Background: an optimization exercise with open tools, aiming at small area. Do not read the settings as production practice.
At most, simulation tests tie the RTL to the original design; equivalence was not proved.
No functional check of the RTL was part of run 3.
Power is estimated from default activity; no workload was simulated.

<file path="flow/config.mk">
export PLATFORM = sky130hd
export DESIGN_NAME = sccb_responder
export DESIGN_NICKNAME = sccb_responder
export VERILOG_FILES = /design/flow/design.v
export SDC_FILE = /design/flow/constraint.sdc
export NUM_CORES = 4
export LEC_CHECK = 0
export CAP_MARGIN = 20
export CORE_MARGIN = 2
export CORE_UTILIZATION = 40
export SLEW_MARGIN = 20
</file>
<file path="flow/constraint.sdc">
create_clock -name core_clock -period 10.0 [get_ports {Clk}]
set_input_delay 2.0000 -clock core_clock [delete_from_list [all_inputs] [get_ports {Clk}]]
set_output_delay 2.0000 -clock core_clock [all_outputs]
set_load 0.01 [all_outputs]
</file>
<file path="flow/design.v">
package sccb_pkg;
    typedef enum logic [3:0] {
        ST_IDLE,
        ST_ID,
        ST_ID_ACK,
        ST_SUB,
        ST_SUB_ACK,
        ST_WDAT,
        ST_WDAT_ACK,
        ST_RDAT,
        ST_RDAT_NA,
        ST_WAIT_STOP
    } sccb_state_t;
    localparam int         PHASE_LEN = 9;
    localparam logic [3:0] DATA_BITS = 4'(PHASE_LEN - 1);
    localparam logic [3:0] ACK_BIT   = 4'(PHASE_LEN);
    localparam logic ID_WR_LSB = 1'b0;
    localparam logic ID_RD_LSB = 1'b1;
endpackage
module sccb_line_sync
(
    input  logic Clk,
    input  logic Reset,
    input  logic sioc_in,
    input  logic siod_in,
    output logic sc_rise,
    output logic sc_fall,
    output logic start,
    output logic stop,
    output logic siod_s
);
    logic sc_p0, sc_p1, sc_p2;
    logic sd_p0, sd_p1, sd_p2;
    always_ff @(posedge Clk) begin
        if (!Reset) begin
            sc_p0   <= 1'b1;
            sc_p1   <= 1'b1;
            sc_p2   <= 1'b1;
            sd_p0   <= 1'b1;
            sd_p1   <= 1'b1;
            sd_p2   <= 1'b1;
            sc_rise <= 1'b0;
            sc_fall <= 1'b0;
            start   <= 1'b0;
            stop    <= 1'b0;
        end else begin
            sc_p0   <= sioc_in;
            sc_p1   <= sc_p0;
            sc_p2   <= sc_p1;
            sd_p0   <= siod_in;
            sd_p1   <= sd_p0;
            sd_p2   <= sd_p1;
            sc_rise <= sc_p1 & ~sc_p2;
            sc_fall <= ~sc_p1 & sc_p2;
            start   <= sc_p1 & sc_p2 & ~sd_p1 & sd_p2;
            stop    <= sc_p1 & sc_p2 & sd_p1 & ~sd_p2;
        end
    end
    assign siod_s = sd_p2;
endmodule
import sccb_pkg::*;
module sccb_responder
#(
    parameter logic [6:0] DEV_ID    = 7'h21,
    parameter int         REG_DEPTH = 256
) (
    input  logic       Clk,
    input  logic       Reset,
    input  logic       sioc_in,
    input  logic       siod_in,
    output logic       siod_oe,
    input  logic [7:0] obs_addr,
    output logic [7:0] obs_data,
    output logic       wr_valid,
    output logic [7:0] wr_addr,
    output logic [7:0] wr_data,
    output logic       busy,
    output logic       err
);
    logic        sc_rise, sc_fall, start_p, stop_p, sd_s;
    sccb_pkg::sccb_state_t state;
    logic [3:0]  bit_cnt;
    logic [7:0]  shreg;
    logic [7:0]  rd_sh;
    logic [7:0]  ptr;
    logic [REG_DEPTH-1:0][7:0] regfile;
    logic        rf_we;
    logic [7:0]  rx_byte;
    logic [7:0]  rd_byte;
    logic        ptr_ok;
    logic [3:0]  bits_done;
    sccb_line_sync u_sync (
        .Clk     (Clk),
        .Reset   (Reset),
        .sioc_in (sioc_in),
        .siod_in (siod_in),
        .sc_rise (sc_rise),
        .sc_fall (sc_fall),
        .start   (start_p),
        .stop    (stop_p),
        .siod_s  (sd_s)
    );
    always_comb begin
        rx_byte  = {shreg[6:0], sd_s};
        ptr_ok   = (32'(ptr) < REG_DEPTH);
        rd_byte  = ptr_ok ? regfile[ptr] : 8'h00;
        obs_data = (32'(obs_addr) < REG_DEPTH) ? regfile[obs_addr] : 8'h00;
        bits_done = (bit_cnt == 4'd0) ? 4'd0 : bit_cnt - 4'd1;
        rf_we     = !stop_p && !start_p && sc_rise && state == ST_WDAT
                    && bit_cnt == DATA_BITS - 4'd1 && ptr_ok;
    end
    always_ff @(posedge Clk) begin
        if (!Reset) begin
            state    <= ST_IDLE;
            bit_cnt  <= 4'd0;
            shreg    <= 8'h00;
            rd_sh    <= 8'h00;
            ptr      <= 8'h00;
            siod_oe  <= 1'b0;
            busy     <= 1'b0;
            err      <= 1'b0;
            wr_valid <= 1'b0;
            wr_addr  <= 8'h00;
            wr_data  <= 8'h00;
        end else begin
            err      <= 1'b0;
            wr_valid <= 1'b0;
            if (stop_p) begin
                if ((state == ST_ID || state == ST_SUB || state == ST_WDAT || state == ST_RDAT)
                    && (bits_done >= 4'd1) && (bits_done <= 4'd7)) begin
                    err <= 1'b1;
                end
                state   <= ST_IDLE;
                siod_oe <= 1'b0;
                busy    <= 1'b0;
                bit_cnt <= 4'd0;
            end else if (start_p) begin
                state   <= ST_ID;
                siod_oe <= 1'b0;
                busy    <= 1'b1;
                bit_cnt <= 4'd0;
            end else if (sc_rise) begin
                case (state)
                    ST_ID, ST_SUB, ST_WDAT: begin
                        if (bit_cnt < DATA_BITS) begin
                            shreg   <= rx_byte;
                            bit_cnt <= bit_cnt + 4'd1;
                            if (state == ST_WDAT && bit_cnt == DATA_BITS - 4'd1 && ptr_ok) begin
                                wr_valid     <= 1'b1;
                                wr_addr      <= ptr;
                                wr_data      <= rx_byte;
                            end
                        end
                    end
                    ST_ID_ACK, ST_SUB_ACK, ST_WDAT_ACK, ST_RDAT: begin
                        if (bit_cnt < ACK_BIT) begin
                            bit_cnt <= bit_cnt + 4'd1;
                        end
                    end
                    ST_RDAT_NA: begin
                        state <= ST_WAIT_STOP;
                    end
                    default: ;
                endcase
            end else if (sc_fall) begin
                case (state)
                    ST_ID: begin
                        if (bit_cnt == DATA_BITS) begin
                            if (shreg[7:1] == DEV_ID) begin
                                siod_oe <= 1'b1;
                                state   <= ST_ID_ACK;
                            end else begin
                                state   <= ST_WAIT_STOP;
                            end
                        end
                    end
                    ST_SUB: begin
                        if (bit_cnt == DATA_BITS) begin
                            ptr     <= shreg;
                            siod_oe <= 1'b1;
                            state   <= ST_SUB_ACK;
                        end
                    end
                    ST_WDAT: begin
                        if (bit_cnt == DATA_BITS) begin
                            siod_oe <= 1'b1;
                            state   <= ST_WDAT_ACK;
                        end
                    end
                    ST_ID_ACK: begin
                        if (bit_cnt == ACK_BIT) begin
                            bit_cnt <= 4'd0;
                            if (shreg[0] == ID_RD_LSB) begin
                                rd_sh   <= rd_byte;
                                siod_oe <= ~rd_byte[7];
                                state   <= ST_RDAT;
                            end else if (shreg[0] == ID_WR_LSB) begin
                                siod_oe <= 1'b0;
                                state   <= ST_SUB;
                            end else begin
                                siod_oe <= 1'b0;
                                state   <= ST_WAIT_STOP;
                            end
                        end
                    end
                    ST_SUB_ACK: begin
                        if (bit_cnt == ACK_BIT) begin
                            bit_cnt <= 4'd0;
                            siod_oe <= 1'b0;
                            state   <= ST_WDAT;
                        end
                    end
                    ST_WDAT_ACK: begin
                        if (bit_cnt == ACK_BIT) begin
                            siod_oe <= 1'b0;
                            state   <= ST_WAIT_STOP;
                        end
                    end
                    ST_RDAT: begin
                        if (bit_cnt == DATA_BITS) begin
                            siod_oe <= 1'b0;
                            state   <= ST_RDAT_NA;
                        end else begin
                            siod_oe <= ~rd_sh[6];
                            rd_sh   <= {rd_sh[6:0], 1'b0};
                        end
                    end
                    default: ;
                endcase
            end
        end
    end
    for (genvar g = 0; g < REG_DEPTH; g++) begin : g_rf
        always_ff @(posedge Clk) begin
            if (!Reset) begin
                regfile[g] <= 8'h00;
            end else if (rf_we && 32'(ptr) == g) begin
                regfile[g] <= rx_byte;
            end
        end
    end
endmodule
</file>
<file path="flow/run.sh">
#!/bin/bash
# synth_recipe.tcl (not shown) runs the flow's synth.tcl, then flattens the netlist and writes it again
# the make line also repeats each setting of config.mk as NAME=value (left out here)
make -C /OpenROAD-flow-scripts/flow DESIGN_CONFIG=/design/flow/config.mk WORK_HOME=/design/flow/orfs CLKGATE_MAP_FILE= SYNTH_SCRIPT=/design/flow/synth_recipe.tcl finish
</file>
==> flow_metrics.tcl, run 1 <==
set metrics [dict create \
    outcome "finished clean" \
    path_cells "buf_8 > buf_12 > buf_4 > mux4_2 > mux4_2 > mux4_2 > a22oi_1 > nand2_1 > clkdlybuf4s50_1" \
    max_freq_mhz 117.9 \
    syn2layout_area_growth_pct 9.507 \
    gr-total-overflow 0 \
    cts_buffers 236 \
    drive_gt1_frac 0.1840 \
    clk_latency_ns 0.97 \
    cts.sinks 2109 \
    antenna_found_initial 28 \
    crit_required_ns 8.00 \
    hp-class "register to register" \
    slew_viol_final 0 \
    wl_per_cell_um 30.15 \
    busiest_layer "met2" \
    cts_tree "done" \
    use_met3 0.06971 \
    grt_max_degree 228 \
    crit_path_max_incr_delay_ns 0.57 \
    layout.nets 10608 \
    cts-resized-gates 0 \
    maxCapViolCount 0 \
    ant_nets 0 \
    cts-htree-levels 4 \
    crit_slowest_cell "a22oi_1" \
    setup_ws_ns 1.518 \
    synth-edff-count 0 \
    fin_tns_setup_ns 0 \
    pwr_density_cell_nw_per_um2 150.4 \
    post-route-util 0.4406 \
    ys.flop_type "dfxtp_1" \
    cts_setup_buffers 0 \
    boundaryPins 40 \
    crit_fanout 62 \
    synth-seq-cells 2109 \
    yosys.cell_types.count 66 \
    fin_area_um2 119300 \
    first_pass_iters 9 \
    whs_ns 0.4197 \
    vias_per_cell 6.672 \
    vias 95841 \
    p_leak_nw 35.02 \
    grt_pass1_vias 89169 \
    worstSetupPathType "primary input to output port" \
    gp_congestion 1.001 \
    cp-end-kind "output port" \
    dieArea_um2 276600 \
    clock_path_buffers 4 \
    crit_arrival_ns 6.48 \
    io_buffers 39 \
    clock_skew_ns 0.07119 \
    root_buffer "clkbuf_16" \
    die_w_um 525.9 \
    place_area_um2 111300 \
    core_area_um2 270800 \
    fin_crit_sh 0.8482 \
    cts_hold_repair.buffers 0 \
    syn-cell-area_um2 108900 \
    hold_violations 0 \
    period_needed_ns 8.482 \
    rsz0062_at_grt "no" \
    wirelength_mm 433.1 \
    dp.cells 13923 \
    grt_pass1_wl_mm 626.0 \
    tightest_slew_ns 1.327 \
    syn_nets 11333 \
    use_met2 0.4573 \
    drc 0 \
    rows 191 \
    syn_avg_cell_area_um2 9.628 \
    yosysSeqAreaShare 0.3875 \
    async_flop_share 0 \
    hpwl_mm 283.9 \
    start_util 0.4024 \
    drt_iter0_drc 14599 \
    clkSlewWorstSetupHoldPaths_ns 0.06 \
    chipHeight_um 525.9 \
    power_mw 17.94 \
    fin_cells 14365 \
    track_usage 0.3015 \
    synthCells 11316 \
    fill_cells 25315 \
    start_kind "primary input" \
    max-vdd-ir-drop_v 0.0001535 \
    synth-warning-count 2 \
    setup_viol 0 \
    grt_util_met1 0.3938 \
    cp_common_cell "mux4_2" \
    post-place-ws_ns 1.662 \
    relSlewSlack 0.1153 \
]
==> layout make-up <==
class,count,area [µm²],share of cell area
Multi-Input combinational cell,7980,61920,0.5190
Sequential cell,2109,42270,0.3543
Clock buffer,338,6869,0.05757
Tap cell,3570,4467,0.03744
Timing Repair Buffer,254,2586,0.02168
Clock inverter,89,1115,0.009344
Inverter,10,45.04,0.0003775
Antenna cell,15,37.54,0.0003146
==> layer usage <==
| layer | share of wire | vias to the layer above |
|---|---|---|
| met2 | 0.45 | 6546 |
| met3 | 0.11 | 1336 |
| met1 | 0.37 | 47948 |
| met5 | 0.00059 | - |
| li1 | - | 39985 |
| met4 | 0.069 | 26 |
==> logic make-up after synthesis <==
family                     Yosys count  synth area share
and+or+nand+nor                   3813            0.1496
AOI/OAI and AO/OA                 2525            0.1190
DFF                               2109            0.3875
muxes                             1637            0.2969
buffers and inverters             1227           0.04644
adders and majority gates            5         0.0005742
==> path summary, 6_finish.rpt <==
check / start / endpoint / slack (ns) / depth (start not counted)
max: obs_addr[0] / obs_data[2] / 1.52 / 9
max reg2reg: ptr[1]$_SDFFE_PN0P_ / rd_sh[5]$_SDFFE_PN0P_ / 5.26 / 8
min reg2reg: u_sync.sd_p0$_SDFF_PN1_ / u_sync.sd_p1$_SDFF_PN1_ / 0.42 / 1
min: u_sync.sd_p0$_SDFF_PN1_ / u_sync.sd_p1$_SDFF_PN1_ / 0.42 / 1
==> critical path, delay by kind of cell <==
kind / cells / cell delay [ns]
compound gates: 1 / 0.57
buf+inv: 4 / 1.82
mux: 3 / 1.50
simple gates: 1 / 0.34
==> registers in the layout (all words and copies together) (netlist names), 4 cells and up <==
name / flops
regfile: 2048
ptr: 8
shreg: 8
wr_addr: 8
wr_data: 8
rd_sh: 7
bit_cnt: 4
state: 4
==> cells in the mapped netlist, drive strengths merged, types with 5 or more instances <==
| master | count | area share |
|---|---|---|
| nor2 | 444 | 0.016 |
| dfxtp | 2109 | 0.39 |
| nand3 | 1236 | 0.057 |
| a21oi | 1815 | 0.083 |
| nand4 | 6 | 0.00040 |
| mux2i | 349 | 0.032 |
| o22ai | 31 | 0.0018 |
| nor3 | 20 | 0.0012 |
| buf | 348 | 0.016 |
| o31ai | 5 | 0.00034 |
| o21ai | 577 | 0.027 |
| a22o | 7 | 0.00056 |
| ha | 5 | 0.00057 |
| clkbuf | 869 | 0.030 |
| o211ai | 10 | 0.00069 |
| inv | 9 | 0.00031 |
| a22oi | 46 | 0.0032 |
| mux2 | 14 | 0.0014 |
| nand2b | 24 | 0.0014 |
| nor2b | 17 | 0.00098 |
| nor4 | 11 | 0.00075 |
| nand2 | 2025 | 0.070 |
| mux4 | 1274 | 0.26 |
| and2 | 7 | 0.00040 |
==> layout by cell type, fill, tap and decap left out, types with 15 or more instances in the layout <==
| master | synthesis | routed |
|---|---|---|
| nor2_4 | 5 | 16 |
| buf_4 | 42 | 169 |
| a21oi_1 | 1815 | 1815 |
| buf_12 | 0 | 46 |
| dfxtp_1 | 2109 | 2096 |
| clkbuf_1 | 868 | 44 |
| nand3_1 | 1236 | 1234 |
| nor2_1 | 413 | 396 |
| nor2_2 | 26 | 32 |
| mux4_2 | 1274 | 1274 |
| o22ai_1 | 31 | 31 |
| diode_2 | 0 | 15 |
| clkbuf_16 | 0 | 236 |
| mux2i_1 | 349 | 349 |
| nand2b_1 | 24 | 24 |
| o21ai_0 | 576 | 576 |
| a22oi_1 | 46 | 46 |
| nor2b_1 | 17 | 15 |
| bufinv_16 | 0 | 20 |
| clkdlybuf4s50_1 | 0 | 33 |
| clkinv_2 | 0 | 37 |
| nand2_1 | 2025 | 2016 |
| clkbuf_8 | 0 | 58 |
==> power by group <==
part	switching [mW]	internal (mW)	leakage (nW)
clock network	3.79	5.28	3.91
registers	0.00362	8.40	17.0
logic	0.325	0.141	14.1
total	4.12	13.8	35.0
==> run 2: changes to the inputs <==
--- a/flow/design.v
+++ b/flow/design.v
@@ -79,2 +79,4 @@
 );
+    localparam int NSEG = 16;
+    localparam int SLEN = 16;
     logic        sc_rise, sc_fall, start_p, stop_p, sd_s;
@@ -85,3 +87,2 @@
     logic [7:0]  ptr;
-    logic [REG_DEPTH-1:0][7:0] regfile;
     logic        rf_we;
@@ -89,4 +90,12 @@
     logic [7:0]  rd_byte;
-    logic        ptr_ok;
     logic [3:0]  bits_done;
+    logic [NSEG-1:0][SLEN-1:0][7:0] ring;
+    logic [NSEG-1:0][7:0]           head_in;
+    logic [3:0]  off;
+    logic [3:0]  scrub;
+    logic        pend_valid;
+    logic        commit;
+    logic        scrubbing;
+    logic [7:0]  cur_byte;
+    logic [3:0]  obs_pos;
     sccb_line_sync u_sync (
@@ -104,8 +113,50 @@
         rx_byte  = {shreg[6:0], sd_s};
-        ptr_ok   = (32'(ptr) < REG_DEPTH);
-        rd_byte  = ptr_ok ? regfile[ptr] : 8'h00;
-        obs_data = (32'(obs_addr) < REG_DEPTH) ? regfile[obs_addr] : 8'h00;
+        rd_byte  = cur_byte;
         bits_done = (bit_cnt == 4'd0) ? 4'd0 : bit_cnt - 4'd1;
         rf_we     = !stop_p && !start_p && sc_rise && state == ST_WDAT
-                    && bit_cnt == DATA_BITS - 4'd1 && ptr_ok;
+                    && bit_cnt == DATA_BITS - 4'd1;
+        scrubbing = !Reset || scrub != 4'd0;
+        commit    = pend_valid && off == wr_addr[3:0];
+        for (int s = 0; s < NSEG; s++) begin
+            if (scrubbing)
+                head_in[s] = 8'h00;
+            else if (commit && wr_addr[7:4] == 4'(s))
+                head_in[s] = wr_data;
+            else
+                head_in[s] = ring[s][0];
+        end
+        obs_pos = obs_addr[3:0] - off;
+        if (pend_valid && obs_addr == wr_addr)
+            obs_data = wr_data;
+        else if (obs_pos >= scrub)
+            obs_data = ring[obs_addr[7:4]][obs_pos];
+        else
+            obs_data = 8'h00;
+    end
+    always_ff @(posedge Clk) begin
+        for (int s = 0; s < NSEG; s++) begin
+            for (int p = 0; p < SLEN - 1; p++)
+                ring[s][p] <= ring[s][p+1];
+            ring[s][SLEN-1] <= head_in[s];
+        end
+    end
+    always_ff @(posedge Clk) begin
+        if (!Reset) begin
+            off        <= 4'd0;
+            scrub      <= 4'(SLEN - 1);
+            pend_valid <= 1'b0;
+            cur_byte   <= 8'h00;
+        end else begin
+            off <= off + 4'd1;
+            if (scrub != 4'd0)
+                scrub <= scrub - 4'd1;
+            if (rf_we)
+                pend_valid <= 1'b1;
+            else if (commit)
+                pend_valid <= 1'b0;
+            if (rf_we)
+                cur_byte <= rx_byte;
+            else if (off == ptr[3:0])
+                cur_byte <= head_in[ptr[7:4]];
+        end
     end
@@ -147,3 +198,3 @@
                             bit_cnt <= bit_cnt + 4'd1;
-                            if (state == ST_WDAT && bit_cnt == DATA_BITS - 4'd1 && ptr_ok) begin
+                            if (state == ST_WDAT && bit_cnt == DATA_BITS - 4'd1) begin
                                 wr_valid     <= 1'b1;
@@ -232,11 +283,2 @@
     end
-    for (genvar g = 0; g < REG_DEPTH; g++) begin : g_rf
-        always_ff @(posedge Clk) begin
-            if (!Reset) begin
-                regfile[g] <= 8'h00;
-            end else if (rf_we && 32'(ptr) == g) begin
-                regfile[g] <= rx_byte;
-            end
-        end
-    end
 endmodule
==> flow_metrics.tcl, run 2 <==
set metrics [dict create \
    outcome "finished clean" \
    clock_skew_ns 0.04286 \
    async_flop_share 0 \
    fin_cells 7033 \
    seq_power_share 0.486 \
    cp-end-kind "output port" \
    period_needed_ns 9.432 \
    clkPwrFrac 0.434 \
    fin_tns_setup_ns 0 \
    clk_latency_ns 0.84 \
    switching_share 0.2366 \
    first_pass_iters 6 \
    ys_top_cells_by_count "2126 x dfxtp_1, 427 x mux4_2, 389 x mux2i_1" \
    post-place-ws_ns 0.5759 \
    wl_per_cell_um 23.48 \
    synth_mux_area_frac 0.2074 \
    gp_congestion 0.8471 \
    boundaryPins 40 \
    hp-class "register to register" \
    track_usage 0.1973 \
    crit_required_ns 8.00 \
    hpwl_mm 108.5 \
    maxCapViolCount 0 \
    synth_xor_xnor_area_share 0.003458 \
    final_common_cell "dfxtp_1" \
    synth_area_leaders "dfxtp_1 65%, mux4_2 15%, mux2i_1 6.0%" \
    dieArea_um2 166100 \
    dp.cells 6672 \
    reg2reg_depth 10 \
    synth-edff-count 0 \
    drive_gt1_frac 0.1890 \
    clock_path_buffers 3 \
    fin_crit_sh 0.9432 \
    start_util 0.4015 \
    final_cell_mix "2125 x dfxtp_1, 427 x mux4_2, 389 x mux2i_1, 372 x nand2_1, 198 x clkbuf_16" \
    root_buffer "clkbuf_16" \
    yosysSeqAreaShare 0.6534 \
    p_sw_mw 4.123 \
    layout.nets 4723 \
    slew_viol_final 0 \
    max_freq_mhz 106.0 \
    synth_top_family_by_area "multiplexers" \
    crit_fanout 87 \
    p_leak_nw 28.06 \
    pwr_density_cell_nw_per_um2 232.5 \
    ant_nets 0 \
    cts_setup_buffers 0 \
    hold-path-cell-count 0 \
    rsz0062_at_grt "no" \
    grt_pass1_wl_mm 247.9 \
    combPwrFrac 0.079 \
    clkSlewWorstSetupHoldPaths_ns 0.06 \
    synthCells 4618 \
    core_area_um2 162200 \
    p_int_mw 13.31 \
    synth_top_area_frac 0.6534 \
    synth-warning-count 2 \
    setup_viol 0 \
    place_area_um2 68280 \
    max-vdd-ir-drop_v 0.0002001 \
    syn-cell-area_um2 65130 \
    crit_arrival_ns 7.43 \
    wirelength_mm 165.1 \
    syn_avg_cell_area_um2 14.10 \
    yosys.cell_types.count 76 \
    worstSetupPathType "primary input to output port" \
    synth-adder-area-share 0.003189 \
    top_register "ring" \
    post-route-util 0.4622 \
    fin_area_um2 74970 \
    drt_iter0_drc 2628 \
    cts_hold_repair.buffers 0 \
    chipHeight_um 407.5 \
    vias 37031 \
    cts_tree "done" \
    drc 0 \
    synth_most_common_cell "dfxtp_1" \
    cts.sinks 2126 \
    cts_buffers 196 \
    vias_per_cell 5.265 \
    grt_pass1_vias 38116 \
    syn_nets 4646 \
    syn2layout_area_growth_pct 15.10 \
    synth-seq-cells 2126 \
    tightest_slew_ns 1.210 \
    start_kind "primary input" \
    yosys.area.top_type "dfxtp_1" \
    gr-total-overflow 0 \
    antenna_found_initial 5 \
    io_buffers 39 \
    cts-htree-levels 4 \
    grt_max_degree 105 \
    setup_ws_ns 0.5684 \
    cts-resized-gates 0 \
    rows 148 \
    relSlewSlack 0.1902 \
    ys.flop_type "dfxtp_1" \
    largest_reg_flops 2048 \
    die_w_um 407.5 \
    hold_violations 0 \
    synth-simple-area-share 0.05951 \
    synth_compound_area_frac 0.05160 \
]
-- run 2: metal layers --
layer  vias up  track usage  wire (µm)
li1      16884            -          -
met3       241      0.03124       8687
met5         -            0          0
met4         0      0.06948       4723
met1     18923       0.2792      76410
met2       983       0.3070      75300
-- run 2: power by group through the flow --
stage	registers (mW)	clock network [mW]	logic [mW]
final	8.48	7.57	1.38
after global routing	8.47	8.07	1.46
after CTS	8.48	7.72	1.40
after detailed placement	8.67	0	1.39
after global placement	8.67	0	1.39
after floorplan	8.66	0	0.951
-- run 2: metrics by stage --
stage	hold slack [ns]	total power [mW]
after floorplan	0.3259	9.613
after global placement	0.3267	10.06
after detailed placement	0.3310	10.06
after CTS	0.2942	17.59
after global routing	0.3017	18.00
final	0.3039	17.43
-- run 2: layout make-up --
class	instances	area, µm²
fill	14332	87250
tap	2175	2721
antenna	2	5.005
timing repair buffer	171	1638
multi-input combinational	2180	21280
clock buffer	297	5877
sequential	2126	42560
inverter	20	83.83
clock inverter	62	807.0
-- run 2: path summary, 6_finish.rpt --
path / slack (ns) / endpoint / from
max: 0.57 / obs_data[4] / obs_addr[0]
max reg2reg: 5.58 / cur_byte[3]$_SDFFE_PN0P_ / scrub[1]$_SDFFE_PN1P_
min: 0.30 / ring[1554]$_DFF_P_ / ring[1562]$_DFF_P_
min reg2reg: 0.30 / ring[1554]$_DFF_P_ / ring[1562]$_DFF_P_
-- run 2: worst max-delay path, stage by stage --
cell	delay, ns
clkdlybuf4s50_1	0.47
inv_1	0.13
ha_4	0.15
inv_1	0.05
fa_4	0.99
buf_12	0.50
mux4_2	0.35
nor2_1	0.04
o311ai_0	0.87
o21ai_0	0.40
o21ai_0	0.43
buf_4	0.18
or3_1	0.24
clkdlybuf4s50_1	0.59
-- run 2: cells by family after synthesis --
family | after synthesis
muxes | 816
adders and majority gates | 16
AOI/OAI and AO/OA | 476
DFF | 2126
and+or+nand+nor | 848
buffers and inverters | 312
xor gates and xnor gates | 24
==> run 3: changes to the inputs <==
--- a/flow/design.v
+++ b/flow/design.v
@@ -79,4 +79,4 @@
 );
-    localparam int NSEG = 16;
-    localparam int SLEN = 16;
+    localparam int NSEG = 8;
+    localparam int SLEN = 32;
     logic        sc_rise, sc_fall, start_p, stop_p, sd_s;
@@ -89,3 +89,2 @@
     logic [7:0]  rx_byte;
-    logic [7:0]  rd_byte;
     logic [3:0]  bits_done;
@@ -93,9 +92,16 @@
     logic [NSEG-1:0][7:0]           head_in;
-    logic [3:0]  off;
-    logic [3:0]  scrub;
+    logic [4:0]  off;
+    logic [4:0]  scrub;
     logic        pend_valid;
-    logic        commit;
     logic        scrubbing;
-    logic [7:0]  cur_byte;
-    logic [3:0]  obs_pos;
+    logic        commit;
+    logic [NSEG-1:0] commit_seg;
+    logic [NSEG-1:0] keep;
+    logic [4:0]  ptr_pos;
+    logic        refresh;
+    logic [7:0]  refresh_val;
+    logic [4:0]  obs_pos;
+    logic        obs_hit;
+    logic [NSEG-1:0] seg_sel_n;
+    logic [SLEN-1:0] pos_sel_n;
     sccb_line_sync u_sync (
@@ -113,3 +119,2 @@
         rx_byte  = {shreg[6:0], sd_s};
-        rd_byte  = cur_byte;
         bits_done = (bit_cnt == 4'd0) ? 4'd0 : bit_cnt - 4'd1;
@@ -117,19 +122,26 @@
                     && bit_cnt == DATA_BITS - 4'd1;
-        scrubbing = !Reset || scrub != 4'd0;
-        commit    = pend_valid && off == wr_addr[3:0];
+        scrubbing = !Reset || scrub != 5'd0;
+        commit    = pend_valid && off == wr_addr[4:0] && !scrubbing;
         for (int s = 0; s < NSEG; s++) begin
-            if (scrubbing)
-                head_in[s] = 8'h00;
-            else if (commit && wr_addr[7:4] == 4'(s))
-                head_in[s] = wr_data;
-            else
-                head_in[s] = ring[s][0];
-        end
-        obs_pos = obs_addr[3:0] - off;
-        if (pend_valid && obs_addr == wr_addr)
-            obs_data = wr_data;
-        else if (obs_pos >= scrub)
-            obs_data = ring[obs_addr[7:4]][obs_pos];
+            commit_seg[s] = commit && wr_addr[7:5] == 3'(s);
+            keep[s]       = !scrubbing && !commit_seg[s];
+        end
+        ptr_pos = ptr[4:0] - off;
+        refresh = state != ST_RDAT && ptr_pos[3:0] == 4'd0;
+        if (scrubbing)
+            refresh_val = 8'h00;
+        else if (pend_valid && wr_addr == ptr)
+            refresh_val = wr_data;
         else
-            obs_data = 8'h00;
+            refresh_val = ring[ptr[7:5]][{ptr_pos[4], 4'd0}];
+        obs_pos = obs_addr[4:0] - off;
+        obs_hit = pend_valid && obs_addr == wr_addr;
+        for (int i = 0; i < NSEG; i++)
+            seg_sel_n[i] = !(obs_addr[7:5] == 3'(i) && !obs_hit);
+        for (int i = 0; i < SLEN; i++)
+            pos_sel_n[i] = !(obs_pos == 5'(i) && 5'(i) >= scrub);
+        for (int b = 0; b < 8; b++) begin
+            obs_l4[b] = {obs_l3[b][5:2] == 4'hf, obs_l3[b][1:0] == 2'h3};
+            obs_data[b] = (obs_hit & wr_data[b]) | ~&obs_l4[b];
+        end
     end
@@ -144,10 +156,9 @@
         if (!Reset) begin
-            off        <= 4'd0;
-            scrub      <= 4'(SLEN - 1);
+            off        <= 5'd0;
+            scrub      <= 5'(SLEN - 1);
             pend_valid <= 1'b0;
-            cur_byte   <= 8'h00;
         end else begin
-            off <= off + 4'd1;
-            if (scrub != 4'd0)
-                scrub <= scrub - 4'd1;
+            off <= off + 5'd1;
+            if (scrub != 5'd0)
+                scrub <= scrub - 5'd1;
             if (rf_we)
@@ -156,6 +167,2 @@
                 pend_valid <= 1'b0;
-            if (rf_we)
-                cur_byte <= rx_byte;
-            else if (off == ptr[3:0])
-                cur_byte <= head_in[ptr[7:4]];
         end
@@ -178,2 +185,4 @@
             wr_valid <= 1'b0;
+            if (refresh)
+                rd_sh <= refresh_val;
             if (stop_p) begin
@@ -199,5 +208,5 @@
                             if (state == ST_WDAT && bit_cnt == DATA_BITS - 4'd1) begin
-                                wr_valid     <= 1'b1;
-                                wr_addr      <= ptr;
-                                wr_data      <= rx_byte;
+                                wr_valid <= 1'b1;
+                                wr_addr  <= ptr;
+                                wr_data  <= rx_byte;
                             end
@@ -244,4 +253,3 @@
                             if (shreg[0] == ID_RD_LSB) begin
-                                rd_sh   <= rd_byte;
-                                siod_oe <= ~rd_byte[7];
+                                siod_oe <= ~rd_sh[7];
                                 state   <= ST_RDAT;
@@ -283,2 +291,61 @@
     end
+    for (genvar s = 0; s < NSEG; s++) begin : g_head
+        for (genvar b = 0; b < 8; b++) begin : g_bit
+            sccb_ao22 u_h (.a0(commit_seg[s]), .d0(wr_data[b]), .a1(keep[s]), .d1(ring[s][0][b]),
+                           .y(head_in[s][b]));
+        end
+    end
+    logic [255:0]        row_sel;
+    logic [255:0][7:0]   ring_flat;
+    logic [7:0][85:0]    obs_l1;
+    logic [7:0][21:0]    obs_l2;
+    logic [7:0][5:0]     obs_l3;
+    logic [7:0][1:0]     obs_l4;
+    assign ring_flat = ring;
+    for (genvar r = 0; r < 256; r++) begin : g_row
+        sccb_nor2 u_rs (.a(seg_sel_n[r / SLEN]), .b(pos_sel_n[r % SLEN]), .y(row_sel[r]));
+    end
+    for (genvar b = 0; b < 8; b++) begin : g_obs
+        for (genvar k = 0; k < 85; k++) begin : g_l1
+            sccb_aoi222 u_l1 (
+                .a0(row_sel[3*k]),   .d0(ring_flat[3*k][b]),
+                .a1(row_sel[3*k+1]), .d1(ring_flat[3*k+1][b]),
+                .a2(row_sel[3*k+2]), .d2(ring_flat[3*k+2][b]),
+                .y(obs_l1[b][k]));
+        end
+        sccb_nand2 u_l1x (.a(row_sel[255]), .b(ring_flat[255][b]), .y(obs_l1[b][85]));
+        for (genvar k = 0; k < 21; k++) begin : g_l2
+            sccb_nand4 u_l2 (.a(obs_l1[b][4*k]), .b(obs_l1[b][4*k+1]), .c(obs_l1[b][4*k+2]),
+                             .d(obs_l1[b][4*k+3]), .y(obs_l2[b][k]));
+        end
+        sccb_nand2 u_l2x (.a(obs_l1[b][84]), .b(obs_l1[b][85]), .y(obs_l2[b][21]));
+        for (genvar k = 0; k < 5; k++) begin : g_l3
+            sccb_nor4 u_l3 (.a(obs_l2[b][4*k]), .b(obs_l2[b][4*k+1]), .c(obs_l2[b][4*k+2]),
+                            .d(obs_l2[b][4*k+3]), .y(obs_l3[b][k]));
+        end
+        sccb_nor2 u_l3x (.a(obs_l2[b][20]), .b(obs_l2[b][21]), .y(obs_l3[b][5]));
+    end
+endmodule
+module sccb_nor2 (input logic a, input logic b, output logic y);
+    assign y = ~(a | b);
+endmodule
+module sccb_nand2 (input logic a, input logic b, output logic y);
+    assign y = ~(a & b);
+endmodule
+module sccb_nand4 (input logic a, input logic b, input logic c, input logic d, output logic y);
+    assign y = ~(a & b & c & d);
+endmodule
+module sccb_nor4 (input logic a, input logic b, input logic c, input logic d, output logic y);
+    assign y = ~(a | b | c | d);
+endmodule
+module sccb_ao22 (input logic a0, input logic d0, input logic a1, input logic d1, output logic y);
+    assign y = (a0 & d0) | (a1 & d1);
+endmodule
+module sccb_aoi222 (
+    input  logic a0, input logic d0,
+    input  logic a1, input logic d1,
+    input  logic a2, input logic d2,
+    output logic y
+);
+    assign y = ~((a0 & d0) | (a1 & d1) | (a2 & d2));
 endmodule
--- a/flow/config.mk
+++ b/flow/config.mk
@@ -10,2 +10,7 @@
 export CORE_UTILIZATION = 40
+export CTS_BUF_LIST = sky130_fd_sc_hd__clkbuf_16
+export CTS_CLUSTER_DIAMETER = 60
+export CTS_CLUSTER_SIZE = 24
 export SLEW_MARGIN = 20
+export SYNTH_HIERARCHICAL = 1
+export SYNTH_MINIMUM_KEEP_SIZE = 0
==> flow_metrics.tcl, run 3 <==
set metrics [dict create \
    clk_latency_ns 0.77 \
    antenna_found_initial 8 \
    relSlewSlack 0.2489 \
    syn2layout_area_growth_pct 12.46 \
    dieArea_um2 147100 \
    final_common_cell "dfxtp_1" \
    cts_tree "done" \
    synth_area_leaders "dfxtp_1 74%, a222oi_1 12%, nor2_1 2.2%" \
    wirelength_mm 179.9 \
    syn-cell-area_um2 57610 \
    root_buffer "clkbuf_16" \
    syn_nets 4180 \
    max-vdd-ir-drop_v 0.0001603 \
    synth-seq-cells 2121 \
    dp.cells 6178 \
    cts_hold_repair.buffers 0 \
    synth-edff-count 0 \
    worstSetupPathType "primary input to output port" \
    start_kind "primary input" \
    grt_max_degree 66 \
    clock_path_buffers 3 \
    wl_per_cell_um 28.32 \
    syn_avg_cell_area_um2 13.88 \
    post-place-ws_ns -0.2136 \
    fin_cells 6352 \
    setup_viol 1 \
    crit_required_ns 8.00 \
    tightest_slew_ns 1.127 \
    yosys.area.top_type "dfxtp_1" \
    cts.sinks 2121 \
    outcome "complete, but fails checks" \
    whs_ns 0.3249 \
    first_pass_iters 10 \
    ant_nets 0 \
    drc 0 \
    hp-class "register to register" \
    path_cells "clkdlybuf4s50_1 > inv_1 > ha_1 > inv_1 > fa_1 > a21o_1 > a21oi_1 > xnor2_1 > nor2_1 > and3_1 > o211ai_1 > buf_4 > nor2_1 > a222oi_1 > nand4_1 > nor4_2 > nand4_1 > a211o_1 > clkdlybuf4s50_1" \
    io_buffers 39 \
    p_leak_nw 23.20 \
    synth_top_area_frac 0.7370 \
    cts-htree-levels 3 \
    clock_skew_ns 0.03564 \
    ys.flop_type "dfxtp_1" \
    start_util 0.4020 \
    die_w_um 383.5 \
    so_faults "negative setup slack" \
    top_register "ring" \
    boundaryPins 40 \
    final_cell_mix "2120 x dfxtp_1, 680 x a222oi_1, 333 x nor2_1, 186 x nand4_1, 146 x buf_4" \
    maxCapViolCount 0 \
    grt_pass1_vias 36201 \
    period_needed_ns 10.03 \
    cp_top_family "simple AND/OR/NAND/NOR gates" \
    hold_violations 0 \
    vias 38746 \
    synthCells 4150 \
    yosys.cell_types.count 85 \
    chipHeight_um 383.5 \
    max_freq_mhz 99.74 \
    power_mw 13.61 \
    yosysSeqAreaShare 0.7370 \
    rows 139 \
    drt_iter0_drc 6414 \
    largest_reg_flops 2048 \
    cp-end-kind "output port" \
    fin_area_um2 64790 \
    gr-total-overflow 0 \
    cts_buffers 111 \
    fin_crit_sh 1.003 \
    vias_per_cell 6.100 \
    worst-path-buf-inv 5 \
    clkSlewWorstSetupHoldPaths_ns 0.09 \
    async_flop_share 0 \
    pwr_density_cell_nw_per_um2 210.1 \
    core_area_um2 143300 \
    drive_gt1_frac 0.08598 \
    rsz0062_at_grt "yes" \
    place_area_um2 61300 \
    layout.nets 4418 \
    hpwl_mm 131.6 \
    cts_setup_buffers 0 \
    ys_top_cells_by_count "2121 x dfxtp_1, 680 x a222oi_1, 333 x nor2_1" \
    crit_path_max_incr_delay_ns 0.64 \
    setup_ws_ns -0.02558 \
    post-route-util 0.4521 \
    gp_congestion 0.9823 \
    slew_viol_final 0 \
    synth-warning-count 8 \
    grt_pass1_wl_mm 256.8 \
    crit_arrival_ns 8.03 \
    synth_most_common_cell "dfxtp_1" \
    fin_tns_setup_ns -0.02558 \
    crit_fanout 8 \
    crit_slowest_cell "nor4_2" \
    track_usage 0.2370 \
]
-- run 3: changes by cell type in the layout (fill, tap and decap cells not counted), sizes merged, moves of 149 or more --
| cell | previous run | this run |
|---|---|---|
| a222oi | 1 | 680 |
| mux4 | 427 | 8 |
| mux2i | 389 | 49 |
| nand2 | 374 | 96 |
| clkbuf | 297 | 112 |
| nand4 | 20 | 186 |
| nor2 | 186 | 335 |
-- run 3: repair_timing --
action	CTS	global route
setup endpoints to repair	3	2
pin swaps	0	1
endpoints found under the hold margin	0	0
resized for setup	3	1
gates cloned	0	0
-- run 3: final cells by class --
class / instances / area, µm²
fillers: 12906 / 78520
flip-flops and latches: 2121 / 42460
clock buffers: 112 / 2803
multi-input cells: 1946 / 14860
repair buffers: 188 / 1541
well taps: 1903 / 2381
inverters: 20 / 75.07
diodes: 6 / 15.01
clock inverters: 56 / 649.4
-- run 3: worst paths after layout --
| check | startpoint | end | slack, ns | cells past startpoint |
|---|---|---|---|---|
| worst max-delay path | obs_addr[0] | obs_data[3] | -0.03 | 19 |
| worst min-delay path | ring[346]$_DFF_P_ | ring[338]$_DFF_P_ | 0.32 | 0 |
| worst max register to register | off[3]$_SDFF_PN0_ | rd_sh[7]$_SDFF_PN0_ | 5.55 | 10 |
| worst min register to register | ring[346]$_DFF_P_ | ring[338]$_DFF_P_ | 0.32 | 0 |
-- run 3: power breakdown --
group	switching, mW	internal (mW)
Combinational	0.107	0.0459
Clock	2.78	2.23
Sequential	0.00636	8.44
-- run 3: routing by layer --
metal | wire [µm] | GRT usage | vias to the layer above | part of all wire
met1 | 79670 | 0.3453 | 19408 | 0.44
met4 | 7465 | 0.1004 | 2 | 0.041
met5 | 11 | 0 | - | 0.000061
li1 | - | - | 17055 | -
met2 | 76540 | 0.3446 | 1956 | 0.43
met3 | 16220 | 0.04148 | 325 | 0.090
-- run 3: kinds of logic (layout without fill, tap and decap cells) --
family	Yosys count	after routing	share of synthesized area
and+or+nand+nor	877	877	0.08142
AOI/OAI and AO/OA	952	952	0.1530
buffers and inverters	83	376	0.006124
xor gates and xnor gates	36	36	0.005603
muxes	63	63	0.01281
adders and majority gates	18	18	0.004039
other	0	6	0
DFF	2121	2121	0.7370
-- run 3: modules after synthesis, one instance, submodules excluded --
module / flops+latches / cells / copies in the design / area [µm²]
sccb_nand4: 0 / 1 / 168 / 6.256
sccb_responder: 2111 / 2896 / 1 / 47350
sccb_ao22: 0 / 1 / 64 / 8.758
sccb_aoi222: 0 / 1 / 680 / 10.01
sccb_nand2: 0 / 1 / 16 / 3.754
sccb_nor2: 0 / 1 / 264 / 3.754
sccb_line_sync: 10 / 22 / 1 / 291.5
sccb_nor4: 0 / 1 / 40 / 12.51
==> run 4: changes to the inputs <==
--- a/flow/design.v
+++ b/flow/design.v
@@ -31,29 +31,29 @@
 );
-    logic sc_p0, sc_p1, sc_p2;
-    logic sd_p0, sd_p1, sd_p2;
+    logic sc_p0, sc_p1, sc_p2, sc_p3;
+    logic sd_p0, sd_p1, sd_p2, sd_p3;
     always_ff @(posedge Clk) begin
         if (!Reset) begin
-            sc_p0   <= 1'b1;
-            sc_p1   <= 1'b1;
-            sc_p2   <= 1'b1;
-            sd_p0   <= 1'b1;
-            sd_p1   <= 1'b1;
-            sd_p2   <= 1'b1;
-            sc_rise <= 1'b0;
-            sc_fall <= 1'b0;
-            start   <= 1'b0;
-            stop    <= 1'b0;
+            sc_p0 <= 1'b1;
+            sc_p1 <= 1'b1;
+            sc_p2 <= 1'b1;
+            sc_p3 <= 1'b1;
+            sd_p0 <= 1'b1;
+            sd_p1 <= 1'b1;
+            sd_p2 <= 1'b1;
+            sd_p3 <= 1'b1;
         end else begin
-            sc_p0   <= sioc_in;
-            sc_p1   <= sc_p0;
-            sc_p2   <= sc_p1;
-            sd_p0   <= siod_in;
-            sd_p1   <= sd_p0;
-            sd_p2   <= sd_p1;
-            sc_rise <= sc_p1 & ~sc_p2;
-            sc_fall <= ~sc_p1 & sc_p2;
-            start   <= sc_p1 & sc_p2 & ~sd_p1 & sd_p2;
-            stop    <= sc_p1 & sc_p2 & sd_p1 & ~sd_p2;
+            sc_p0 <= sioc_in;
+            sc_p1 <= sc_p0;
+            sc_p2 <= sc_p1;
+            sc_p3 <= sc_p2;
+            sd_p0 <= siod_in;
+            sd_p1 <= sd_p0;
+            sd_p2 <= sd_p1;
+            sd_p3 <= sd_p2;
         end
     end
+    assign sc_rise = sc_p2 & ~sc_p3;
+    assign sc_fall = ~sc_p2 & sc_p3;
+    assign start   = sc_p2 & sc_p3 & ~sd_p2 & sd_p3;
+    assign stop    = sc_p2 & sc_p3 & sd_p2 & ~sd_p3;
     assign siod_s = sd_p2;
@@ -93,3 +93,3 @@
     logic [4:0]  off;
-    logic [4:0]  scrub;
+    logic        scrub_act;
     logic        pend_valid;
@@ -99,3 +99,2 @@
     logic [NSEG-1:0] keep;
-    logic [4:0]  ptr_pos;
     logic        refresh;
@@ -103,2 +102,3 @@
     logic [4:0]  obs_pos;
+    logic        refresh_tap;
     logic        obs_hit;
@@ -122,3 +122,3 @@
                     && bit_cnt == DATA_BITS - 4'd1;
-        scrubbing = !Reset || scrub != 5'd0;
+        scrubbing = !Reset || scrub_act;
         commit    = pend_valid && off == wr_addr[4:0] && !scrubbing;
@@ -128,4 +128,4 @@
         end
-        ptr_pos = ptr[4:0] - off;
-        refresh = state != ST_RDAT && ptr_pos[3:0] == 4'd0;
+        refresh     = state != ST_RDAT && ptr[3:0] == off[3:0];
+        refresh_tap = ptr[4] ^ off[4];
         if (scrubbing)
@@ -135,13 +135,11 @@
         else
-            refresh_val = ring[ptr[7:5]][{ptr_pos[4], 4'd0}];
-        obs_pos = obs_addr[4:0] - off;
-        obs_hit = pend_valid && obs_addr == wr_addr;
+            refresh_val = ring[ptr[7:5]][{refresh_tap, 4'd0}];
+        obs_pos   = obs_addr[4:0] - off;
+        obs_hit   = pend_valid && obs_addr == wr_addr;
         for (int i = 0; i < NSEG; i++)
-            seg_sel_n[i] = !(obs_addr[7:5] == 3'(i) && !obs_hit);
+            seg_sel_n[i] = !(obs_addr[7:5] == 3'(i) && !obs_hit && !scrub_act);
         for (int i = 0; i < SLEN; i++)
-            pos_sel_n[i] = !(obs_pos == 5'(i) && 5'(i) >= scrub);
-        for (int b = 0; b < 8; b++) begin
-            obs_l4[b] = {obs_l3[b][5:2] == 4'hf, obs_l3[b][1:0] == 2'h3};
-            obs_data[b] = (obs_hit & wr_data[b]) | ~&obs_l4[b];
-        end
+            pos_sel_n[i] = obs_pos != 5'(i);
+        for (int b = 0; b < 8; b++)
+            obs_data[b] = (obs_hit & wr_data[b]) | (|obs_l3[b]);
     end
@@ -157,3 +155,3 @@
             off        <= 5'd0;
-            scrub      <= 5'(SLEN - 1);
+            scrub_act  <= 1'b1;
             pend_valid <= 1'b0;
@@ -161,4 +159,4 @@
             off <= off + 5'd1;
-            if (scrub != 5'd0)
-                scrub <= scrub - 5'd1;
+            if (off == 5'(SLEN - 2))
+                scrub_act <= 1'b0;
             if (rf_we)
@@ -297,33 +295,28 @@
     end
-    logic [255:0]        row_sel;
-    logic [255:0][7:0]   ring_flat;
-    logic [7:0][85:0]    obs_l1;
-    logic [7:0][21:0]    obs_l2;
-    logic [7:0][5:0]     obs_l3;
-    logic [7:0][1:0]     obs_l4;
-    assign ring_flat = ring;
-    for (genvar r = 0; r < 256; r++) begin : g_row
-        sccb_nor2 u_rs (.a(seg_sel_n[r / SLEN]), .b(pos_sel_n[r % SLEN]), .y(row_sel[r]));
-    end
+    logic [7:0][NSEG-1:0][11:0] obs_l1;
+    logic [7:0][NSEG-1:0][2:0]  obs_l2;
+    logic [7:0][NSEG-1:0]       obs_l3n;
+    logic [7:0][NSEG-1:0]       obs_l3;
+    logic [SLEN-1:0]            pos_sel;
+    logic [NSEG-1:0]            seg_sel;
+    assign pos_sel = ~pos_sel_n;
+    assign seg_sel = ~seg_sel_n;
     for (genvar b = 0; b < 8; b++) begin : g_obs
-        for (genvar k = 0; k < 85; k++) begin : g_l1
-            sccb_aoi222 u_l1 (
-                .a0(row_sel[3*k]),   .d0(ring_flat[3*k][b]),
-                .a1(row_sel[3*k+1]), .d1(ring_flat[3*k+1][b]),
-                .a2(row_sel[3*k+2]), .d2(ring_flat[3*k+2][b]),
-                .y(obs_l1[b][k]));
-        end
-        sccb_nand2 u_l1x (.a(row_sel[255]), .b(ring_flat[255][b]), .y(obs_l1[b][85]));
-        for (genvar k = 0; k < 21; k++) begin : g_l2
-            sccb_nand4 u_l2 (.a(obs_l1[b][4*k]), .b(obs_l1[b][4*k+1]), .c(obs_l1[b][4*k+2]),
-                             .d(obs_l1[b][4*k+3]), .y(obs_l2[b][k]));
-        end
-        sccb_nand2 u_l2x (.a(obs_l1[b][84]), .b(obs_l1[b][85]), .y(obs_l2[b][21]));
-        for (genvar k = 0; k < 5; k++) begin : g_l3
-            sccb_nor4 u_l3 (.a(obs_l2[b][4*k]), .b(obs_l2[b][4*k+1]), .c(obs_l2[b][4*k+2]),
-                            .d(obs_l2[b][4*k+3]), .y(obs_l3[b][k]));
+        for (genvar s = 0; s < NSEG; s++) begin : g_seg
+            for (genvar k = 0; k < 10; k++) begin : g_l1
+                sccb_aoi222 u_l1 (
+                    .a0(pos_sel[3*k]),   .d0(ring[s][3*k][b]),
+                    .a1(pos_sel[3*k+1]), .d1(ring[s][3*k+1][b]),
+                    .a2(pos_sel[3*k+2]), .d2(ring[s][3*k+2][b]),
+                    .y(obs_l1[b][s][k]));
+            end
+            sccb_nand2 u_l1x (.a(pos_sel[30]), .b(ring[s][30][b]), .y(obs_l1[b][s][10]));
+            sccb_nand2 u_l1y (.a(pos_sel[31]), .b(ring[s][31][b]), .y(obs_l1[b][s][11]));
+            sccb_sel12 u_l2 (.y(obs_l1[b][s]), .seg(seg_sel[s]), .w(obs_l3[b][s]));
         end
-        sccb_nor2 u_l3x (.a(obs_l2[b][20]), .b(obs_l2[b][21]), .y(obs_l3[b][5]));
     end
 endmodule
+module sccb_nand2 (input logic a, input logic b, output logic y);
+    assign y = ~(a & b);
+endmodule
 module sccb_nor2 (input logic a, input logic b, output logic y);
@@ -331,4 +324,7 @@
 endmodule
-module sccb_nand2 (input logic a, input logic b, output logic y);
-    assign y = ~(a & b);
+module sccb_nor3 (input logic a, input logic b, input logic c, output logic y);
+    assign y = ~(a | b | c);
+endmodule
+module sccb_sel12 (input logic [11:0] y, input logic seg, output logic w);
+    assign w = seg & ~&y;
 endmodule
@@ -337,5 +333,2 @@
 endmodule
-module sccb_nor4 (input logic a, input logic b, input logic c, input logic d, output logic y);
-    assign y = ~(a | b | c | d);
-endmodule
 module sccb_ao22 (input logic a0, input logic d0, input logic a1, input logic d1, output logic y);
--- a/flow/config.mk
+++ b/flow/config.mk
@@ -9,6 +9,7 @@
 export CORE_MARGIN = 2
-export CORE_UTILIZATION = 40
-export CTS_BUF_LIST = sky130_fd_sc_hd__clkbuf_16
-export CTS_CLUSTER_DIAMETER = 60
-export CTS_CLUSTER_SIZE = 24
+export CORE_UTILIZATION = 60
+export CTS_BUF_LIST = sky130_fd_sc_hd__clkbuf_8
+export CTS_CLUSTER_DIAMETER = 50
+export CTS_CLUSTER_SIZE = 16
+export SETUP_SLACK_MARGIN = 0.3
 export SLEW_MARGIN = 20
==> flow_metrics.tcl, run 4 <==
set metrics [dict create \
    outcome "finished clean" \
    cp-end-kind "output port" \
    drc 0 \
    reg2reg_depth 8 \
    pwr_density_cell_nw_per_um2 214.8 \
    cts_tree "done" \
    crit_slowest_cell "clkdlybuf4s50_1" \
    fin_crit_sh 0.9389 \
    rows 111 \
    drt_iter0_drc 6706 \
    p_int_mw 10.21 \
    start_kind "primary input" \
    ys_top_cells_by_count "2115 x dfxtp_1, 640 x a222oi_1, 205 x nand2_1" \
    vias 36938 \
    core_area_um2 91390 \
    clk_latency_ns 0.89 \
    clock_path_buffers 3 \
    setup_ws_ns 0.6114 \
    first_pass_iters 13 \
    synth-seq-cells 2115 \
    tightest_slew_ns 1.321 \
    seq_power_share 0.639 \
    p_leak_nw 22.37 \
    combPwrFrac 0.032 \
    clock_skew_ns 0.03098 \
    syn_avg_cell_area_um2 14.58 \
    synth_most_common_cell "dfxtp_1" \
    clkPwrFrac 0.328 \
    syn-cell-area_um2 55110 \
    cts.sinks 2115 \
    chipHeight_um 307.1 \
    cts_hold_repair.buffers 0 \
    crit_arrival_ns 7.39 \
    largest_reg_flops 2048 \
    hold-path-cell-count 0 \
    rsz0062_at_grt "no" \
    hold_path_end "ring[91]$_DFF_P_" \
    async_flop_share 0 \
    synth-warning-count 8 \
    synth-edff-count 0 \
    use_met3 0.08987 \
    cts-htree-levels 4 \
    use_met2 0.5722 \
    final_common_cell "dfxtp_1" \
    crit_required_ns 8.00 \
    synth_top_area_frac 0.7682 \
    grt_pass1_vias 37148 \
    fin_tns_setup_ns 0 \
    switching_share 0.2251 \
    hold_start "ring[99]$_DFF_P_" \
    boundaryPins 40 \
    slew_viol_final 0 \
    max-vdd-ir-drop_v 0.0001505 \
    ant_nets 0 \
    dp.cells 5101 \
    whs_ns 0.3297 \
    grt_pass1_wl_mm 254.7 \
    p_sw_mw 2.965 \
    dieArea_um2 94300 \
    ys.flop_type "dfxtp_1" \
    post-place-ws_ns 0.8241 \
    clkSlewWorstSetupHoldPaths_ns 0.10 \
    grt_util_met1 0.4919 \
    drive_gt1_frac 0.09690 \
    max_freq_mhz 106.5 \
    hpwl_mm 106.2 \
    path_cells "clkdlybuf4s50_1 > inv_1 > ha_1 > inv_1 > fa_1 > a21o_1 > a21oi_1 > xor2_1 > nand2_1 > nor2_4 > buf_12 > buf_12 > a222oi_1 > nand4_1 > o31a_1 > nor4_1 > nand3_1 > clkdlybuf4s50_1" \
    cts_buffers 158 \
    crit_path_max_incr_delay_ns 0.59 \
    syn_nets 3802 \
    yosys.cell_types.count 56 \
    wirelength_mm 178.5 \
    cts-resized-gates 0 \
    hold_violations 0 \
    layout.nets 4098 \
    r2r-end "rd_sh[4]$_SDFF_PN0_" \
    worst-path-buf-inv 6 \
    synthCells 3779 \
    setup_viol 0 \
    grt_max_degree 49 \
    cp_top_family "buffers and inverters" \
    track_usage 0.3735 \
    rr_startpoint "ptr[4]$_SDFFE_PN0P_" \
    root_buffer "clkbuf_8" \
    gr-total-overflow 0 \
    final_cell_mix "2115 x dfxtp_1, 640 x a222oi_1, 205 x nand2_1, 202 x nand4_1, 178 x clkbuf_8" \
    synth_area_leaders "dfxtp_1 77%, a222oi_1 12%, nand4_1 2.3%" \
    fin_cells 5319 \
    maxCapViolCount 0 \
    hp-class "register to register" \
    worstSetupPathType "primary input to output port" \
    vias_per_cell 6.945 \
    period_needed_ns 9.389 \
    yosys.area.top_type "dfxtp_1" \
    cts_setup_buffers 0 \
    gp_congestion 0.9031 \
    top_register "ring" \
    syn2layout_area_growth_pct 11.27 \
    die_w_um 307.1 \
    io_buffers 39 \
    power_mw 13.17 \
    yosysSeqAreaShare 0.7682 \
    wl_per_cell_um 33.57 \
    antenna_found_initial 8 \
    busiest_layer "met2" \
    relSlewSlack 0.1185 \
    crit_fanout 35 \
    start_util 0.6031 \
    ff2ff_setup_slack_ns 5.87 \
]
==> run 4: cell types whose count changed after synthesis, sizes merged, moves of 30 or more <==
cell	before	now
a222oi	680	640
nand2	96	205
nor2	335	107
nor2b	47	11
nor3	48	13
nor4	55	25
o31a	2	64
==> run 4: per-layer routing <==
metal  part of all wire  routed length, µm
met3               0.12              20840
met1               0.39              68840
met4              0.057              10190
met2               0.44              78620
met5            0.00031                 55
==> run 4: worst max path at each step <==
stage,startpoint,to,slack [ns],depth (start not counted)
final,obs_addr[0],obs_data[1],0.61,18
after global routing,obs_addr[0],obs_data[1],0.62,18
after CTS,obs_addr[0],obs_data[1],0.80,18
after detailed placement,obs_addr[0],obs_data[1],0.82,18
after global placement,obs_addr[0],obs_data[1],0.73,18
after floorplan,obs_addr[0],obs_data[0],1.75,14
==> run 4: power groups by stage <==
stage / Clock, mW / Combinational [mW] / Sequential, mW
after global routing: 4.67 / 0.418 / 8.42
after CTS: 4.36 / 0.406 / 8.42
after detailed placement: 0 / 0.406 / 8.62
final: 4.33 / 0.426 / 8.42
after global placement: 0 / 0.401 / 8.62
after floorplan: 0 / 0.126 / 8.62
==> run 4: through the flow <==
step / util / area [µm²]
after floorplan: - / 55110
after global placement: 0.6405 / 58530
after detailed placement: 0.6405 / 58530
after CTS: 0.6709 / 61310
after global routing: 0.6710 / 61320
final: 0.6711 / 61330
==> run 4: final cells by class <==
cell class	count	area, µm²
diodes	5	12.51
clock buffers	178	2450
clock inverters	35	326.6
fillers	6561	30060
inverters	19	71.32
multi-input cells	1611	12890
flip-flops and latches	2115	42340
well taps	1186	1484
repair buffers	170	1749
==> run 4: Yosys stat by module, one instance, submodules excluded <==
module          area (µm²)  cells inside  copies in the design  flops+latches
sccb_nand2           3.754             1                   128              0
sccb_ao22            8.758             1                    64              0
sccb_aoi222          10.01             1                   640              0
sccb_responder       45660          2671                     1           2107
sccb_line_sync       242.7            20                     1              8
sccb_sel12           27.53             4                    64              0
==> run 4: logic make-up (layout without fill, tap and decap cells) <==
logic type | Yosys count | after routing | synth area share
compound gates | 863 | 863 | 0.1468
mux | 72 | 72 | 0.01467
fa+ha+maj | 11 | 11 | 0.002633
xor+xnor | 38 | 38 | 0.006175
simple gates | 627 | 627 | 0.05723
buf+inv | 53 | 402 | 0.004222
other cells | 0 | 5 | 0
flops | 2115 | 2115 | 0.7682
==> run 5: changes to the inputs <==
--- a/flow/config.mk
+++ b/flow/config.mk
@@ -9,3 +9,3 @@
 export CORE_MARGIN = 2
-export CORE_UTILIZATION = 60
+export CORE_UTILIZATION = 40
 export CTS_BUF_LIST = sky130_fd_sc_hd__clkbuf_8
==> flow_metrics.tcl, run 5 <==
set metrics [dict create \
    cts-resized-gates 0 \
    syn2layout_area_growth_pct 12.59 \
    vias_per_cell 6.079 \
    clock_skew_ns 0.04832 \
    yosys.area.top_type "dfxtp_1" \
    clkPwrFrac 0.334 \
    hpwl_mm 104.1 \
    vias 35966 \
    antenna_found_initial 4 \
    drive_gt1_frac 0.09684 \
    maxCapViolCount 0 \
    wirelength_mm 174.7 \
    p_int_mw 10.22 \
    post-place-ws_ns 0.5916 \
    clkSlewWorstSetupHoldPaths_ns 0.09 \
    core_area_um2 137200 \
    top_register "ring" \
    switching_share 0.2290 \
    crit_slowest_cell "nor4_1" \
    outcome "finished clean" \
    cp-end-kind "output port" \
    syn-cell-area_um2 55110 \
    slew_viol_final 0 \
    final_cell_mix "2115 x dfxtp_1, 640 x a222oi_1, 205 x nand2_1, 202 x nand4_1, 171 x clkbuf_8" \
    setup_ws_ns 0.4925 \
    dieArea_um2 140800 \
    rsz0062_at_grt "no" \
    wl_per_cell_um 29.53 \
    cts.sinks 2115 \
    worstSetupPathType "primary input to output port" \
    p_leak_nw 22.32 \
    async_flop_share 0 \
    fin_tns_setup_ns 0 \
    cts-htree-levels 4 \
    chipHeight_um 375.2 \
    largest_reg_flops 2048 \
    rows 136 \
    track_usage 0.2414 \
    yosys.cell_types.count 56 \
    synth-seq-cells 2115 \
    cts_buffers 159 \
    combPwrFrac 0.031 \
    ant_nets 0 \
    syn_nets 3802 \
    cts_hold_repair.buffers 0 \
    grt_pass1_vias 35424 \
    layout.nets 4094 \
    setup_viol 0 \
    tightest_slew_ns 1.141 \
    first_pass_iters 8 \
    start_kind "primary input" \
    die_w_um 375.2 \
    hp-class "register to register" \
    grt_pass1_wl_mm 248.0 \
    clock_path_buffers 3 \
    worst-path-buf-inv 5 \
    synth_area_leaders "dfxtp_1 77%, a222oi_1 12%, nand4_1 2.3%" \
    gr-total-overflow 0 \
    power_mw 13.26 \
    fin_crit_sh 0.9507 \
    syn_avg_cell_area_um2 14.58 \
    max_freq_mhz 105.2 \
    path_cells "clkdlybuf4s50_1 > inv_1 > ha_1 > inv_1 > fa_1 > a21o_1 > a21oi_1 > xnor2_1 > nand2_1 > nor2_4 > buf_4 > a222oi_1 > nand4_1 > o31a_1 > nor4_1 > nand3_1 > clkdlybuf4s50_1" \
    relSlewSlack 0.2325 \
    drc 0 \
    start_util 0.4018 \
    yosysSeqAreaShare 0.7682 \
    io_buffers 39 \
    boundaryPins 40 \
    hold_violations 0 \
    final_common_cell "dfxtp_1" \
    root_buffer "clkbuf_8" \
    gp_congestion 0.8554 \
    crit_fanout 29 \
    cp_top_family "simple AND/OR/NAND/NOR gates" \
    synthCells 3779 \
    crit_path_max_incr_delay_ns 0.79 \
    synth-warning-count 8 \
    synth_top_area_frac 0.7682 \
    crit_arrival_ns 7.51 \
    synth_most_common_cell "dfxtp_1" \
    period_needed_ns 9.507 \
    cts_tree "done" \
    seq_power_share 0.635 \
    ys.flop_type "dfxtp_1" \
    synth-edff-count 0 \
    drt_iter0_drc 6114 \
    ys_top_cells_by_count "2115 x dfxtp_1, 640 x a222oi_1, 205 x nand2_1" \
    max-vdd-ir-drop_v 0.0001401 \
    crit_required_ns 8.00 \
    post-route-util 0.4524 \
    p_sw_mw 3.036 \
    clk_latency_ns 0.95 \
    cts_setup_buffers 0 \
    pwr_density_cell_nw_per_um2 213.6 \
    grt_max_degree 65 \
]
## run 5: worst register-to-register path, cell delays in order, from the launching register on
cell and delay (ns):
dfxtp_1 0.63, xor2_4 0.16, buf_4 0.47, buf_4 0.63
mux2i_1 0.61, o22ai_1 0.21, or4_1 0.64, a21oi_1 0.52
o22ai_1 0.18
## run 5: per-stage QoR
stage | cells | instance area, µm² | hold slack (ns)
floorplan | 3779 | 55110 | 0.3298
global placement | 5702 | 59190 | 0.3307
detailed placement | 5703 | 59220 | 0.3348
CTS | 5913 | 62020 | 0.3194
global route | 5915 | 62050 | 0.3255
finish | 5916 | 62050 | 0.3179
## run 5: per-module statistics from Yosys (local to each module, per instance)
module	times used	flip-flops and latches	cell area (µm²)	cells inside
sccb_responder	1	2107	45660	2671
sccb_line_sync	1	8	242.7	20
sccb_sel12	64	0	27.53	4
sccb_aoi222	640	0	10.01	1
sccb_ao22	64	0	8.758	1
sccb_nand2	128	0	3.754	1
## run 5: logic make-up (layout without fill, tap and decap cells)
family | count (synthesis) | in the layout | synth area share
AO/OA/AOI/OAI | 863 | 863 | 0.1468
multiplexers | 72 | 72 | 0.01467
AND/OR/NAND/NOR | 627 | 627 | 0.05723
XOR/XNOR | 38 | 38 | 0.006175
flip-flops | 2115 | 2115 | 0.7682
buffers and inverters | 53 | 394 | 0.004222
other | 0 | 2 | 0
adder cells (fa/ha/maj) | 11 | 11 | 0.002633
## run 5: power groups by stage
stage	clock network, mW	logic [mW]	registers, mW
floorplan	0	0.126	8.62
global placement	0	0.399	8.62
detailed placement	0	0.401	8.62
CTS	4.48	0.401	8.42
global route	4.79	0.411	8.42
finish	4.42	0.413	8.42
## run 5: final timing paths
check,from,to,slack (ns),depth (start not counted)
worst min register to register,ring[527]$_DFF_P_,ring[519]$_DFF_P_,0.32,0
worst max-delay path,obs_addr[0],obs_data[0],0.49,17
worst max register to register,off[4]$_SDFF_PN0_,rd_sh[4]$_SDFF_PN0_,5.79,8
worst min-delay path,ring[527]$_DFF_P_,ring[519]$_DFF_P_,0.32,0
## run 5: per-layer routing
| metal | vias to the layer above | GRT usage | part of all wire |
|---|---|---|---|
| met5 | - | 0 | 0 |
| met2 | 1842 | 0.3759 | 0.44 |
| li1 | 15650 | - | - |
| met4 | 0 | 0.1126 | 0.047 |
| met1 | 18057 | 0.3218 | 0.42 |
| met3 | 417 | 0.05069 | 0.095 |
## run 5: area by class of cell
cell class / instances / area, µm²
inverter: 19 / 71.32
multi-input combinational: 1611 / 12930
fill: 12334 / 75100
sequential: 2115 / 42340
antenna: 2 / 5.005
clock buffer: 171 / 2354
tap: 1794 / 2245
clock inverter: 39 / 446.7
timing repair buffer: 165 / 1664

## port drivers added, routing unchanged
No port has a modelled driver above. Below, the same layouts with a new extraction and two added sets of constraints.
Step 1 (the two cells are an assumption about what drives the block):
set clk [get_ports {Clk}]
set_driving_cell -lib_cell sky130_fd_sc_hd__clkbuf_16 $clk
set_driving_cell -lib_cell sky130_fd_sc_hd__buf_2 [delete_from_list [all_inputs] $clk]
Step 2 adds t to the input delays and takes it off the output delays; t is the mean of the earliest and latest rising clock arrival at the registers after step 1. Input paths then give back, and output paths get back, about the clock's delay inside the block.
Slacks: ideal / step 1 / step 2; pairs: ideal / step 1.
| run | t, ns | slack for setup (ns) | hold WS [ns] | cell pins on the clock port's net |
|---|---|---|---|---|
| run 1 | 1.024 | 1.518 / 1.471 / 1.471 | 0.420 / 0.420 / 0.420 | 1 |
| run 2 | 0.903 | 0.568 / 0.538 / 0.538 | 0.304 / 0.304 / 0.304 | 1 |
| run 3 | 0.835 | -0.026 / -0.046 / -0.046 | 0.325 / 0.325 / 0.325 | 1 |
| run 4 | 0.933 | 0.611 / 0.582 / 0.582 | 0.330 / 0.330 / 0.330 | 1 |
| run 5 | 0.999 | 0.493 / 0.471 / 0.471 | 0.318 / 0.318 / 0.318 | 1 |
For run 1, which loses most, drivers alone change the setup slack by -0.047 ns; drivers and shift together by -0.047 ns.
